Source: an optimization exercise on an open RTL-to-GDS flow (aim: small area, a short achievable clock period and few clock cycles per item). Production flows keep margins and buffers that such runs may drop. The RTL was checked by simulation tests, not by an equivalence proof against the original design. Power and IR drop assume default switching activity.

## flow/design.v (module list and top-level ports; edited modules follow where they fit)
// module execute_mc: 2476 lines
module execute_mc #(
  parameter int N      = 64,
  parameter int MUL_EN = 1
) (
  input  logic         clk,
  input  logic         reset,
  input  logic         valid_E,
  input  logic         flush_E,
  input  logic         AluSrc,
  input  logic [3:0]   AluControl,
  input  logic         MulOp,
  input  logic [N-1:0] PC_E,
  input  logic [N-1:0] signImm_E,
  input  logic [N-1:0] readData1_E,
  input  logic [N-1:0] readData2_E,
  output logic         stall_E,
  output logic [N-1:0] PCBranch_M,
  output logic [N-1:0] aluResult_M,
  output logic [N-1:0] writeData_M,
  output logic         zero_M,
  output logic         valid_M
);
  // ...
==> flow/flow/run.sh <==
#!/bin/bash
set -euo pipefail
export BUFFER_PORTS_ARGS="-buffer_cell sky130_fd_sc_hd__buf_1"
R=orfs/results/sky130hd/execute_mc/base
bash standard.sh MATCH_CELL_FOOTPRINT=0 synth > synth.log 2>&1
cp $R/1_2_yosys.v $R/1_2_yosys.synth.v
python3 flow/polarity.py $R/1_2_yosys.synth.v $R/1_2_yosys.v > polarity.log 2>&1
rm -f $R/1_synth.odb
bash standard.sh MATCH_CELL_FOOTPRINT=0 finish > finish.log 2>&1
==> flow/flow/polarity.py <==
#!/usr/bin/env python3
"""Remove inverters around full-adder cells by choosing each full adder's polarity.

A full adder is self-dual: FA(~a, ~b, ~c) = (~cout, ~sum). Synthesis leaves many inverters
between fa cells; this flips full adders (inverting all their inputs and outputs) where that
lowers the number of inverters, then rebuilds the inverters each signal needs.
Registers and all other cells are left as they are. Usage: polarity.py in.v out.v
"""
import re
import sys

src = open(sys.argv[1]).read()
cell_re = re.compile(r'^(\s*)(sky130_fd_sc_hd__\w+)\s+(\S+)\s*\((.*?)\);\n', re.S | re.M)
pin_re = re.compile(r'\.(\w+)\(\s*([^()]*?)\s*\)')

cells = []          # [type, name, {pin: net}, span]
for m in cell_re.finditer(src):
    pins = dict(pin_re.findall(m.group(4)))
    cells.append([m.group(2), m.group(3), pins, m.span()])

OUTP = {'X', 'Y', 'Q', 'Q_N', 'COUT', 'SUM', 'HI', 'LO'}
def is_inv(t):
    return re.match(r'sky130_fd_sc_hd__(clk)?inv_\d+$', t) is not None
def is_fa(t):
    return re.match(r'sky130_fd_sc_hd__fa_\d+$', t) is not None

drv = {}            # net -> cell index
for k, (t, n, pins, _) in enumerate(cells):
    for p, net in pins.items():
        if p in OUTP:
            drv[net] = k

# nets used outside cell pins (assign statements, ports) are protected
body_wo_cells = cell_re.sub('', src)
protected = set()
for m in re.finditer(r'assign\s+(.*?);', body_wo_cells, re.S):
    for tok in re.findall(r'[\\]?[A-Za-z_][\w$\[\]\.]*(?:\s*\[\d+\])?', m.group(1)):
        protected.add(tok.strip())
port_names = set()
for m in re.finditer(r'^\s*(input|output)\s+(?:\[\d+:\d+\]\s*)?(\S+);', src, re.M):
    port_names.add(m.group(2))
def is_port_net(net):
    base = net.split('[')[0].strip()
    return base in port_names

def root(net):
    par = 0
    seen = 0
    while net in drv and is_inv(cells[drv[net]][0]):
        net = cells[drv[net]][2]['A']
        par ^= 1
        seen += 1
        if seen > 100:
            raise SystemExit('inverter loop')
    return net, par

inv_cells = [k for k, c in enumerate(cells) if is_inv(c[0])]
fa_cells = [k for k, c in enumerate(cells) if is_fa(c[0])]

# signals (roots) touching full adders
S = set()
for k in fa_cells:
    pins = cells[k][2]
    for p in ('A', 'B', 'CIN'):
        S.add(root(pins[p])[0])
    for p in ('COUT', 'SUM'):
        if p in pins:
            S.add(pins[p])

# inverter trees of these signals; frozen if any inverter output is protected or a port
tree = {v: [] for v in S}
for k in inv_cells:
    out = cells[k][2]['Y']
    v, par = root(out)
    if v in tree:
        tree[v].append(k)
frozen = set()
for v in S:
    if v in protected or is_port_net(v):
        pass
    for k in tree[v]:
        out = cells[k][2]['Y']
        if out in protected or is_port_net(out):
            frozen.add(v)

# consumers of each signal: (cell index, pin, parity)
cons = {v: [] for v in S}
for k, (t, n, pins, _) in enumerate(cells):
    if is_inv(t):
        continue
    for p, net in pins.items():
        if p in OUTP:
            continue
        v, par = root(net)
        if v in cons:
            cons[v].append((k, p, par))

xflip = {k: 0 for k in fa_cells}
fa_out = {}         # signal -> fa cell driving it
for k in fa_cells:
    for p in ('COUT', 'SUM'):
        if p in cells[k][2]:
            fa_out[cells[k][2][p]] = k
fixed = set()
for v in frozen:
    if v in fa_out:
        fixed.add(fa_out[v])
    for (k, p, par) in cons[v]:
        if k in xflip:
            fixed.add(k)

def phys(v):
    return xflip[fa_out[v]] if v in fa_out else 0
def need_inv(v):
    pv = phys(v)
    for (k, p, par) in cons[v]:
        q = par ^ (xflip[k] if k in xflip else 0)
        if q != pv:
            return 1
    return 0
def touched(k):
    pins = cells[k][2]
    sig = set(root(pins[p])[0] for p in ('A', 'B', 'CIN'))
    for p in ('COUT', 'SUM'):
        if p in pins:
            sig.add(pins[p])
    return sig

before = sum(need_inv(v) for v in S if v not in frozen)
orig_invs = sum(len(tree[v]) for v in S if v not in frozen)
improved = True
passes = 0
while improved and passes < 50:
    improved = False
    passes += 1
    for k in fa_cells:
        if k in fixed:
            continue
        sig = [v for v in touched(k) if v not in frozen]
        c0 = sum(need_inv(v) for v in sig)
        xflip[k] ^= 1
        c1 = sum(need_inv(v) for v in sig)
        if c1 < c0:
            improved = True
        else:
            xflip[k] ^= 1
after = sum(need_inv(v) for v in S if v not in frozen)
sys.stderr.write(f"polarity: {len(fa_cells)} full adders, {sum(xflip.values())} flipped; "
                 f"inverters on their signals {orig_invs} -> {after} (before flips {before})\n")

def esc(net):
    return net + ' ' if net.startswith('\\') else net

# rebuild
new_pins = {}       # cell index -> {pin: net}
remove = set()
add_cells = []
add_wires = []
nid = 0
for v in S:
    if v in frozen:
        continue
    for k in tree[v]:
        remove.add(k)
    pv = phys(v)
    vbar = None
    if need_inv(v):
        # reuse an existing first-level inverter's name if there is one
        for k in tree[v]:
            if cells[k][2]['A'] == v:
                vbar = cells[k][2]['Y']
                iname = cells[k][1]
                break
        if vbar is None:
            nid += 1
            vbar = f"_polinv_{nid}_"
            iname = f"_polinv_cell_{nid}_"
            add_wires.append(vbar)
        add_cells.append(f"  sky130_fd_sc_hd__inv_1 {iname} (\n    .A({esc(v)}),\n    .Y({esc(vbar)})\n  );\n")
    for (k, p, par) in cons[v]:
        q = par ^ (xflip[k] if k in xflip else 0)
        new_pins.setdefault(k, {})[p] = v if q == pv else vbar

out = []
last = 0
for k, (t, n, pins, span) in enumerate(cells):
    out.append(src[last:span[0]])
    last = span[1]
    if k in remove:
        continue
    if k in new_pins:
        pins = dict(pins)
        pins.update(new_pins[k])
        plist = ",\n".join(f"    .{p}({esc(net)})" for p, net in pins.items())
        out.append(f"  {t} {n} (\n{plist}\n  );\n")
    else:
        out.append(src[span[0]:span[1]])
    if k == len(cells) - 1:
        out.extend(add_cells)
out.append(src[last:])
res = "".join(out)
if add_wires:
    decl = "".join(f"  wire {w};\n" for w in add_wires)
    res = re.sub(r'(module execute_mc\(.*?\);\n)', lambda m: m.group(1) + decl, res, count=1, flags=re.S)
open(sys.argv[2], 'w').write(res)
==> flow/standard.sh <==
#!/bin/bash
# synth_recipe.tcl (not shown) runs the flow's synth.tcl, then flattens the netlist and writes it again
# the make line also repeats each setting of config.mk as NAME=value (left out here)
make -C /OpenROAD-flow-scripts/flow DESIGN_CONFIG=/design/flow/config.mk WORK_HOME=/design/flow/orfs CLKGATE_MAP_FILE= SYNTH_SCRIPT=/design/flow/synth_recipe.tcl "${@:-finish}"
==> flow/config.mk <==
export PLATFORM = sky130hd
export DESIGN_NAME = execute_mc
export DESIGN_NICKNAME = execute_mc
export VERILOG_FILES = /design/flow/design.v
export SDC_FILE = /design/flow/constraint.sdc
export NUM_CORES = 4
export LEC_CHECK = 0
export ABC_AREA = 1
export CAP_MARGIN = 20
export CORE_MARGIN = 2
export CORE_UTILIZATION = 55
export SETUP_SLACK_MARGIN = 3.7
export SLEW_MARGIN = 20
export TNS_END_PERCENT = 5
==> flow/constraint.sdc <==
create_clock -name core_clock -period 7.0 [get_ports {clk}]
set_input_delay 1.4000 -clock core_clock [delete_from_list [all_inputs] [get_ports {clk}]]
set_output_delay 1.4000 -clock core_clock [all_outputs]
set_load 0.01 [all_outputs]
==> metrics.md, run 1 <==
| Metric | Value |
|---|---|
| Layout clock area frac | `2.70%` |
| Finished Cell Area | `0.0448 mm2` |
| Crit path max fanout | `6` |
| Initial DRC Count | `6117` |
| DRC errors left | `0` |
| Reg-to-reg endpoint | `C_q[30]$_DFF_P_` |
| Top class by area | `multi-input gates` |
| Critical Path End | `aluResult_M[62]` |
| Crit share post-route | `60.4%` |
| Vias after detailed routing | `41747` |
| Critical path's slowest cell | `dfxtp_4` |
| Number of global-route vias before repair | `39212` |
| Tmin final | `4.23 ns` |
| Starting density of the core | `55.7%` |
| Clk. pwr | `0.00204 W` |
| Root buf cell | `clkbuf_16` |
| Routed Antenna Nets | `0` |
| Met2 global-route usage | `67.9%` |
| Pre-antenna DRT Iters | `9` |
| R2R Setup Slk | `2.90 ns` |
| Seq power | `~0.0025 W` |
| # resized after CTS | `411` |
| H-tree depth | `2` |
| Boundary Pins | `461` |
| Seq area share | `a little over an eighth` |
| Most frequent cells in the layout | `nand2_1, inv_1, o22ai_1` |
| GRT met1 Usage | `about three fifths` |
| Post-Place Setup Slack | `slightly above 2 ns` |
| Worst min path class | `register to register` |
| Cells after Synth | `5104` |
| Area taken by multi-input logic gates | `approximately 0.03 mm2` |
| Status | `no timing/DRC/antenna violations` |
| VDD IR max | `~0.25 mV` |
| Area Overhead vs Synth | `17.1%` |
| Crit path depth | `17` |
| Grt peak-use layer | `met2` |
| Total Routing Usage GR | `49.4%` |
| Die width | `268 um` |
| Max frequency | `about 240 MHz` |
Testbench counts, summed over its fixed seeds: cycles 35,101, instrs 24,000.
==> inputs of run 2 (changes only) <==
--- a/flow/config.mk
+++ b/flow/config.mk
@@ -8,7 +8,7 @@
 export ABC_AREA = 1
 export CAP_MARGIN = 20
 export CORE_MARGIN = 2
-export CORE_UTILIZATION = 55
+export CORE_UTILIZATION = 62
 export SETUP_SLACK_MARGIN = 3.7
 export SLEW_MARGIN = 20
 export TNS_END_PERCENT = 5
==> metrics.md, run 2 <==
| Metric | Value |
|---|---|
| Setup TNS | `0 ns` |
| TritonCTS clock tree | `yes` |
| Starting density of the core | `62.4% (+6.7 points)` |
| Die area | `0.0637 mm2` |
| Max clock buf depth | `3` |
| Status | `no timing/DRC/antenna violations` |
| Post-Route Skew | `roughly 0.017 ns` |
| Reg-to-reg endpoint | `S_q[39]$_DFF_P_` |
| Vias/cell | `6.75` |
| Fillcell total | `about 5000` |
| Routed Antenna Nets | `0 (unchanged)` |
| Final WS setup | `2.63 ns` |
| Finished Layout Cells | `6283` |
| Final hold viol count | `0` |
| Pre-antenna DRT Iters | `10 (+1)` |
| Boundary Pins | `461 (unchanged)` |
| RR Startpoint | `A_q[30]$_DFF_P_` |
| Nets | `roughly 6300` |
| Die Ht | `252 um` |
| Root buf cell | `clkbuf_16` |
| Final wirelength | `177000 um` |
| Largest net degree at the start of global routing | `73` |
| Setup violators final | `0` |
| Die width | `252 um (-5.7%)` |
| Vias after detailed routing | `42430 (+1.6%)` |
| TritonCTS Buffers | `36` |
| Cells after Synth | `5104 (unchanged)` |
| Min-delay src | `cnt_q[0]$_SDFF_PP0_` |
| Slew @ Worst Pin | `1.05 ns` |
| PortBufs | `460` |
| Cell area after synthesis | `approximately 0.038 mm2` |
| Synthesized Nets | `5996` |
| Worst Hold Path EP | `cnt_q[0]$_SDFF_PP0_` |
| Tmin final | `4.37 ns (+0.134 ns)` |
| Most frequent cells in the layout | `inv_1, nand2_1, o22ai_1` |
| Critical path class | `register to output port` |
| Leak Pwr | `19.9 nW` |
| Power density over the cells | `414 mW/mm2` |
| R2R Setup Slk | `2.79 ns (-0.11 ns)` |
| Global-route wire length before repair | `252000 um` |
| Site Rows | `91` |
| RD Place Congestion | `1.03` |
| Initial DRC Count | `7132 (+17%)` |
| Hold Path Cell Cnt | `1` |
| Yosys warns | `1` |
| Data arrival, critical path | `2.97 ns` |
| Startpoint Class | `register` |
| H-tree depth | `2 (unchanged)` |
| Crit path max fanout | `5 (-1)` |
| Detailed Place HPWL | `~130000 um` |
| Number of global-route vias before repair | `39422 (+0.54%)` |
| Layout cells sized above 1 | `between 10% and 20%` |
| Core ar. | `0.0614 mm2` |
| Leading cell type in the layout, fill and taps excluded | `inv_1` |
| GRT overflow | `0` |
| WL/cell | `approximately 28 um` |
| Worst-path clk slew | `0.06 ns` |
| Clk sinks | `282` |
| Max-Cap Viols | `0` |
| Worst Path Required | `5.60 ns` |
| Max frequency | `229 MHz (-3.1%)` |
| Slew Viols, Final | `0` |
| RSZ-0062 raised after global routing | `true` |
| Area Overhead vs Synth | `16.1%` |
| Crit path capture type | `output port` |
| Clock latency on the worst-skew pair | `a little under 0.6 ns` |
| Crit share post-route | `62.4% (+1.9 points)` |
| Initial antenna violation count | `25` |
| Mean Syn Cell Area | `around 7.5 um2` |
| Worst Reg-to-Reg Cells | `10` |
| DP Cell Count | `6057` |
| Worst min path class | `register to register` |
| Post-Place Setup Slack | `2.37 ns (+0.359 ns)` |
| Total Routing Usage GR | `53.3% (+3.9 points)` |
| Slew HR | `29.1%` |
| DRC errors left | `0 (unchanged)` |
| VDD IR max | `0.244 mV (-3.0%)` |
-- run 2: routing by layer --
| layer | global-route usage (%) | vias up | routed length (um) | share of wire (%) |
|---|---|---|---|---|
| met5 | 3.09 | - | 480 | 0.27 |
| li1 | - | 17898 | - | - |
| met1 | 65.6 | 19710 | 60900 | 34 |
| met4 | 25.2 | 26 | 11500 | 6.5 |
| met2 | 72.5 | 3964 | 69200 | 39 |
| met3 | 32.9 | 832 | 35200 | 20 |
-- run 2: layout make-up --
cell class / instances / area [um2] / share of cell area [%]
Multi-Input combinational cell: 3758 / 30000 / 67.4
Sequential cell: 282 / 5990 / 13.5
Timing Repair Buffer: 652 / 3420 / 7.68
Inverter: 715 / 2720 / 6.12
Clock buffer: 53 / 1090 / 2.44
Tap cell: 790 / 988 / 2.22
Clock inverter: 13 / 226 / 0.509
Antenna cell: 19 / 47.5 / 0.107
Timing Repair inverter: 1 / 5.00 / 0.0113
-- run 2: repair_timing --
action                                  in CTS  in global routing
cloned                                       5                  3
resized for setup                          373                149
endpoints found under the setup margin     204                215
hold buffers                                 0                  0
setup buffers                               82                 51
pin swaps                                   58                 55
-- run 2: report_power, final --
group / internal, W / switching (W)
logic: 0.00554 / 0.00816
clock network: 0.00130 / 0.000853
registers: 0.00199 / 0.000573
-- run 2: worst max-delay path by stage --
| stage | from | end | slack (ns) | cells past startpoint |
|---|---|---|---|---|
| detailed placement | AluControl[0] | S_q[5]$_DFF_P_ | 2.37 | 10 |
| floorplan | PC_E[2] | PCB_q[63]$_DFF_P_ | 3.47 | 20 |
| global placement | AluControl[0] | S_q[5]$_DFF_P_ | 2.48 | 10 |
| CTS | S_q[41]$_DFF_P_ | aluResult_M[58] | 2.85 | 14 |
| global route | S_q[42]$_DFF_P_ | aluResult_M[60] | 2.52 | 17 |
| finish | S_q[42]$_DFF_P_ | aluResult_M[60] | 2.63 | 17 |
-- run 2: worst max-delay path, stage by stage, from the launching register on --
cell	delay, ns
dfxtp_4	0.40
inv_1	0.08
ha_4	0.30
inv_2	0.07
nor2_4	0.15
nand2_4	0.08
nor2_4	0.12
nand2_1	0.09
nor2_2	0.16
nand3_2	0.13
nor2_4	0.14
nand3_1	0.12
nor2_1	0.14
nand2_1	0.08
nand2_1	0.07
nand2_1	0.06
nand2_1	0.08
clkbuf_2	0.13
-- run 2: metrics by stage --
| stage | cell area (um2) | utilization (%) | hold WS (ns) | power, W |
|---|---|---|---|---|
| 6_report | 44400 | 72.4 | 0.469 | 0.0184 |
| 4_1_cts | 43400 | 70.7 | 0.472 | 0.0171 |
| 5_1_grt | 44400 | 72.4 | 0.501 | 0.0193 |
| 3_5_place_dp | 40100 | 65.4 | 0.458 | 0.0141 |
| 3_3_place_gp | 40100 | 65.4 | 0.450 | 0.0140 |
| 2_1_floorplan | 38400 | - | 0.433 | 0.00978 |

[what the ideal ports hide]
Ports are ideal in the flow. The routed layouts listed here were re-timed in OpenROAD. Step 1 (the two cells are an assumption about what drives the block):
set clk [get_ports {clk}]
set_driving_cell -lib_cell sky130_fd_sc_hd__clkbuf_16 $clk
set_driving_cell -lib_cell sky130_fd_sc_hd__buf_2 [delete_from_list [all_inputs] $clk]
Step 2 also shifts input and output timing later by t, the mid clock arrival at the registers, as if the neighbouring blocks saw the same clock. Three values: no drivers, after step 1, after step 2; two values: the first two.
run	shift t [ns]	slack for setup (ns)	worst setup path after step 2	latest minus earliest clock arrival (ns)	slew at the worst register clock pin (ns)
run 1	0.635	2.769 / 2.709 / 2.545	input to register	0.028 / 0.029	0.07 / 0.07
run 2	0.637	2.635 / 2.571 / 2.645	input to register	0.017 / 0.017	0.07 / 0.07
After both steps every run listed still meets setup and hold. The setup slack of run 1, which loses most, moves by -0.060 ns with the drivers and by -0.224 ns with both steps.
